This design comes from an exercise in tuning for small area and few clock cycles per item on the open sky130 flow, not from production work. Function was checked by simulation only, so behaviour that the tests miss may differ from the original. No activity file was given, so power comes from the tool's default toggle rates.

==> inputs of build 37 <==
==> flow/design.v <==
`timescale 1ns/1ps
module lb_lane #(
    parameter int depth = 2
) (
    input  logic                  clk,
    input  logic                  rstn,
    input  logic                  active,
    input  logic                  s_arvalid,
    output logic                  s_arready,
    output logic                  s_rvalid,
    output logic [64-1:0] s_rdata,
    input  logic                  s_rready,
    output logic                  m_arvalid,
    input  logic                  m_arready,
    input  logic                  m_rvalid,
    input  logic [64-1:0] m_rdata
);
    localparam int cnt_w = $clog2(depth + 1);
    localparam int ptr_w = (depth > 1) ? $clog2(depth) : 1;
    logic [cnt_w-1:0]      inflight;
    logic [cnt_w-1:0]      held;
    logic [64-1:0] buf_q [depth];
    logic [ptr_w-1:0]      wr_ptr;
    logic [ptr_w-1:0]      rd_ptr;
    logic                  buf_empty;
    logic                  room;
    logic                  accept;
    logic                  ret;
    logic                  push;
    logic                  pop;
    assign buf_empty = (held == '0);
    assign s_rvalid  = ~buf_empty | m_rvalid;
    assign s_rdata   = buf_empty ? m_rdata : buf_q[rd_ptr];
    assign ret       = s_rvalid & s_rready;
    assign room      = (inflight != cnt_w'(depth)) | ret;
    assign m_arvalid = s_arvalid & active & room;
    assign s_arready = m_arready & active & room;
    assign accept    = s_arvalid & s_arready;
    assign push = m_rvalid & ~(buf_empty & s_rready);
    assign pop  = ~buf_empty & s_rready;
    function automatic logic [ptr_w-1:0] ptr_next(input logic [ptr_w-1:0] ptr);
        if (ptr == ptr_w'(depth - 1)) begin
            ptr_next = '0;
        end else begin
            ptr_next = ptr + 1'b1;
        end
    endfunction
    always_ff @(posedge clk) begin
        if (!rstn) begin
            inflight <= '0;
            held     <= '0;
            wr_ptr   <= '0;
            rd_ptr   <= '0;
        end else begin
            inflight <= inflight + cnt_w'(accept) - cnt_w'(ret);
            held     <= held + cnt_w'(push) - cnt_w'(pop);
            if (push) begin
                wr_ptr <= ptr_next(wr_ptr);
            end
            if (pop) begin
                rd_ptr <= ptr_next(rd_ptr);
            end
        end
    end
    always_ff @(posedge clk) begin
        if (push) begin
            buf_q[wr_ptr] <= m_rdata;
        end
    end
endmodule
module lb_top (
    input  logic                             clk,
    input  logic                             rstn,
    input  logic [1:0]                       mode,
    input  logic [4-1:0]            s_arvalid,
    input  logic [4*48-1:0] s_araddr,
    output logic [4-1:0]            s_arready,
    output logic [4-1:0]            s_rvalid,
    output logic [4*64-1:0] s_rdata,
    input  logic [4-1:0]            s_rready,
    output logic [4-1:0]            m_arvalid,
    output logic [4*48-1:0] m_araddr,
    input  logic [4-1:0]            m_arready,
    input  logic [4-1:0]            m_rvalid,
    input  logic [4*64-1:0] m_rdata
);
    localparam int nports = 4;
    logic [nports-1:0] active;
    always_comb begin
        case (mode)
            2'd0:    active = '1;
            2'd1:    active = nports'(3);
            default: active = nports'(1);
        endcase
    end
    assign m_araddr = s_araddr;
    for (genvar i = 0; i < nports; i++) begin : g_lane
        lb_lane #(
            .depth (2)
        ) lane_i (
            .clk       (clk),
            .rstn      (rstn),
            .active    (active[i]),
            .s_arvalid (s_arvalid[i]),
            .s_arready (s_arready[i]),
            .s_rvalid  (s_rvalid[i]),
            .s_rdata   (s_rdata[i*64 +: 64]),
            .s_rready  (s_rready[i]),
            .m_arvalid (m_arvalid[i]),
            .m_arready (m_arready[i]),
            .m_rvalid  (m_rvalid[i]),
            .m_rdata   (m_rdata[i*64 +: 64])
        );
    end
endmodule
==> flow/flow/run.sh <==
#!/bin/bash
# standard layout, with the smallest buffer on every port instead of the
# resizer's default pick
set -o pipefail
cp standard.sh standard.sh.txt
export BUFFER_PORTS_ARGS="-buffer_cell sky130_fd_sc_hd__buf_1"
bash standard.sh > standard.log 2>&1
==> flow/standard.sh <==
#!/bin/bash
# synth_recipe.tcl (not shown) runs the flow's synth.tcl, then flattens the netlist and writes it again
# the make line also repeats each setting of config.mk as NAME=value (left out here)
make -C /OpenROAD-flow-scripts/flow DESIGN_CONFIG=/design/flow/config.mk WORK_HOME=/design/flow/orfs CLKGATE_MAP_FILE= SYNTH_SCRIPT=/design/flow/synth_recipe.tcl "${@:-finish}"
==> flow/config.mk <==
export PLATFORM = sky130hd
export DESIGN_NAME = lb_top
export DESIGN_NICKNAME = lb_top
export VERILOG_FILES = /design/flow/design.v
export SDC_FILE = /design/flow/constraint.sdc
export NUM_CORES = 4
export LEC_CHECK = 0
export CAP_MARGIN = 20
export CORE_AREA = 2 2 438 108
export CTS_BUF_LIST = sky130_fd_sc_hd__clkbuf_2 sky130_fd_sc_hd__clkbuf_4 sky130_fd_sc_hd__clkbuf_8
export DIE_AREA = 0 0 440 110
export SLEW_MARGIN = 20
==> flow/constraint.sdc <==
create_clock -name core_clock -period 14.0 [get_ports {clk}]
set_input_delay 2.8000 -clock core_clock [delete_from_list [all_inputs] [get_ports {clk}]]
set_output_delay 2.8000 -clock core_clock [all_outputs]
set_load 0.01 [all_outputs]
==> inputs of trial 82, as changes to build 37 <==
==> flow/design.v (replaced) <==
`timescale 1ns/1ps
module lb_lane (
    input  logic                  clk,
    input  logic                  rstn,
    input  logic                  active,
    input  logic                  s_arvalid,
    output logic                  s_arready,
    output logic                  s_rvalid,
    output logic [64-1:0] s_rdata,
    input  logic                  s_rready,
    output logic                  m_arvalid,
    input  logic                  m_arready,
    input  logic                  m_rvalid,
    input  logic [64-1:0] m_rdata
);
    logic                  infl;
    logic                  held;
    logic [64-1:0] buf_q;
    logic                  room;
    logic                  accept;
    logic                  ret;
    assign s_rvalid  = held | m_rvalid;
    assign s_rdata   = held ? buf_q : m_rdata;
    assign ret       = s_rvalid & s_rready;
    assign room      = ~infl | ret;
    assign m_arvalid = s_arvalid & active & room;
    assign s_arready = m_arready & active & room;
    assign accept    = s_arvalid & s_arready;
    always_ff @(posedge clk) begin
        if (!rstn) begin
            infl <= 1'b0;
            held <= 1'b0;
        end else begin
            infl <= accept | (infl & ~ret);
            held <= s_rvalid & ~s_rready;
        end
    end
    always_ff @(posedge clk) begin
        if (!held) begin
            buf_q <= m_rdata;
        end
    end
endmodule
module lb_top (
    input  logic                             clk,
    input  logic                             rstn,
    input  logic [1:0]                       mode,
    input  logic [4-1:0]            s_arvalid,
    input  logic [4*48-1:0] s_araddr,
    output logic [4-1:0]            s_arready,
    output logic [4-1:0]            s_rvalid,
    output logic [4*64-1:0] s_rdata,
    input  logic [4-1:0]            s_rready,
    output logic [4-1:0]            m_arvalid,
    output logic [4*48-1:0] m_araddr,
    input  logic [4-1:0]            m_arready,
    input  logic [4-1:0]            m_rvalid,
    input  logic [4*64-1:0] m_rdata
);
    localparam int nports = 4;
    logic [nports-1:0] active;
    always_comb begin
        case (mode)
            2'd0:    active = '1;
            2'd1:    active = nports'(3);
            default: active = nports'(1);
        endcase
    end
    assign m_araddr = s_araddr;
    for (genvar i = 0; i < nports; i++) begin : g_lane
        lb_lane lane_i (
            .clk       (clk),
            .rstn      (rstn),
            .active    (active[i]),
            .s_arvalid (s_arvalid[i]),
            .s_arready (s_arready[i]),
            .s_rvalid  (s_rvalid[i]),
            .s_rdata   (s_rdata[i*64 +: 64]),
            .s_rready  (s_rready[i]),
            .m_arvalid (m_arvalid[i]),
            .m_arready (m_arready[i]),
            .m_rvalid  (m_rvalid[i]),
            .m_rdata   (m_rdata[i*64 +: 64])
        );
    end
endmodule
- CTS_BUF_LIST: sky130_fd_sc_hd__clkbuf_2 sky130_fd_sc_hd__clkbuf_4 sky130_fd_sc_hd__clkbuf_8 -> sky130_fd_sc_hd__clkbuf_8
- CTS_CLUSTER_DIAMETER: default -> 60
- CTS_CLUSTER_SIZE: default -> 18
==> notes <==
- Against build 37, the combinational power of trial 82 is lower by about 90%.
- Between trial 82 and build 37, the lower flip-flop and latch count is in trial 82 (gap 276).
- Die area is the same in build 37 and trial 82.
- Between build 37 and trial 82, the lower area after synthesis is in trial 82 (gap about 140%, measured against trial 82).
- Trial 82 ran to the end with no violations. Build 37 passed the timing, design-rule and antenna checks.
- In trial 82 the sequential share of layout area is lower than in build 37, by 15 points.
- Synthesized cell count: build 37 is higher than trial 82 (120%).
- The clock power of build 37 is 3.1 times that of trial 82.
- Against trial 82, the global-route usage of build 37 is higher by 17 points.
- Against build 37, the first-iteration DRC count of trial 82 is smaller by about 65%.
- Between trial 82 and build 37, the lower hold slack is in trial 82 (gap 0.027 ns).
==> figures <==
|  | trial 82 | build 37 |
|---|---|---|
| Number of detailed-routing iterations run before antenna repair | 4 | 6 |
| Skew-Pair Late Insertion Delay | 0.54 ns | 0.64 ns |
| Share of synthesized cell area in and, or, nand and nor gates | 1.32% | 5.71% |
| Final critical-path required period | 6.80 ns | 6.62 ns |
| WHS Path Cells | 1 | 2 |
| Number of vias in the routed layout | 6,968 | 14,800 |
| Status | timing/DRC/antenna clean | timing/DRC/antenna clean |
| H-tree lvl count | 1 | 3 |
| Flip-flop and latch count | 264 | 540 |
| P_comb | 0.226 mW | 1.98 mW |
| Power in the clock group | 0.366 mW | 1.14 mW |
| HPWL after detailed placement | 32.1 mm | 58.0 mm |
| Worst Path Arrival | 4.00 ns | 3.82 ns |
| Worst clock skew | 0.00882 ns | 0.0202 ns |
| Maximum clock frequency | 147 MHz | 151 MHz |
| Most repeated cell in the gate-level netlist after synthesis | sky130_fd_sc_hd__dfxtp_1 | sky130_fd_sc_hd__edfxtp_1 |
| Via count of the first global-routing pass | 6,561 | 13,800 |
| Global-route met1 utilization | 15.4% | 32.2% |
| Number of clock buffers in the layout | 19 | 93 |
| Non-clock inverter count | 3 | 24 |
| Non-clock buffer area fraction after layout | 17.9% | 8.40% |
| Seq/Total Area, Yosys | 52.3% | 66.8% |
Testbench counts of build 37, summed over its fixed seeds: cycles 2,412, items 4,800.
Testbench counts of trial 82, summed over its fixed seeds: cycles 4,208, items 4,800.

[re-timing with driven ports]
Ports are ideal in the flow. The routed layouts listed here were re-timed in OpenROAD.
Step 1, drivers: a clkbuf_16 drives clk and a buf_2 each remaining input, both assumed.
Step 2, shift: input delay + t, output delay - t, t = (earliest + latest rising clock arrival at the registers) / 2. This alone moves slack from input paths to output paths.
a / b / c = ideal / step 1 / step 2; a / b = the first two.
run	t (ns)	setup slack, ns	hold WS [ns]	clock arrival spread, ns	cell pins on the clock port's net
build 37	0.655	7.381 / 7.340 / 7.340	0.510 / 0.510 / 0.510	0.038 / 0.038	1
trial 82	0.588	7.203 / 7.179 / 7.179	0.483 / 0.483 / 0.483	0.014 / 0.014	1
After both steps every run listed still meets setup and hold. The setup slack of build 37, which loses most, moves by -0.041 ns with the drivers and by -0.041 ns with both steps.
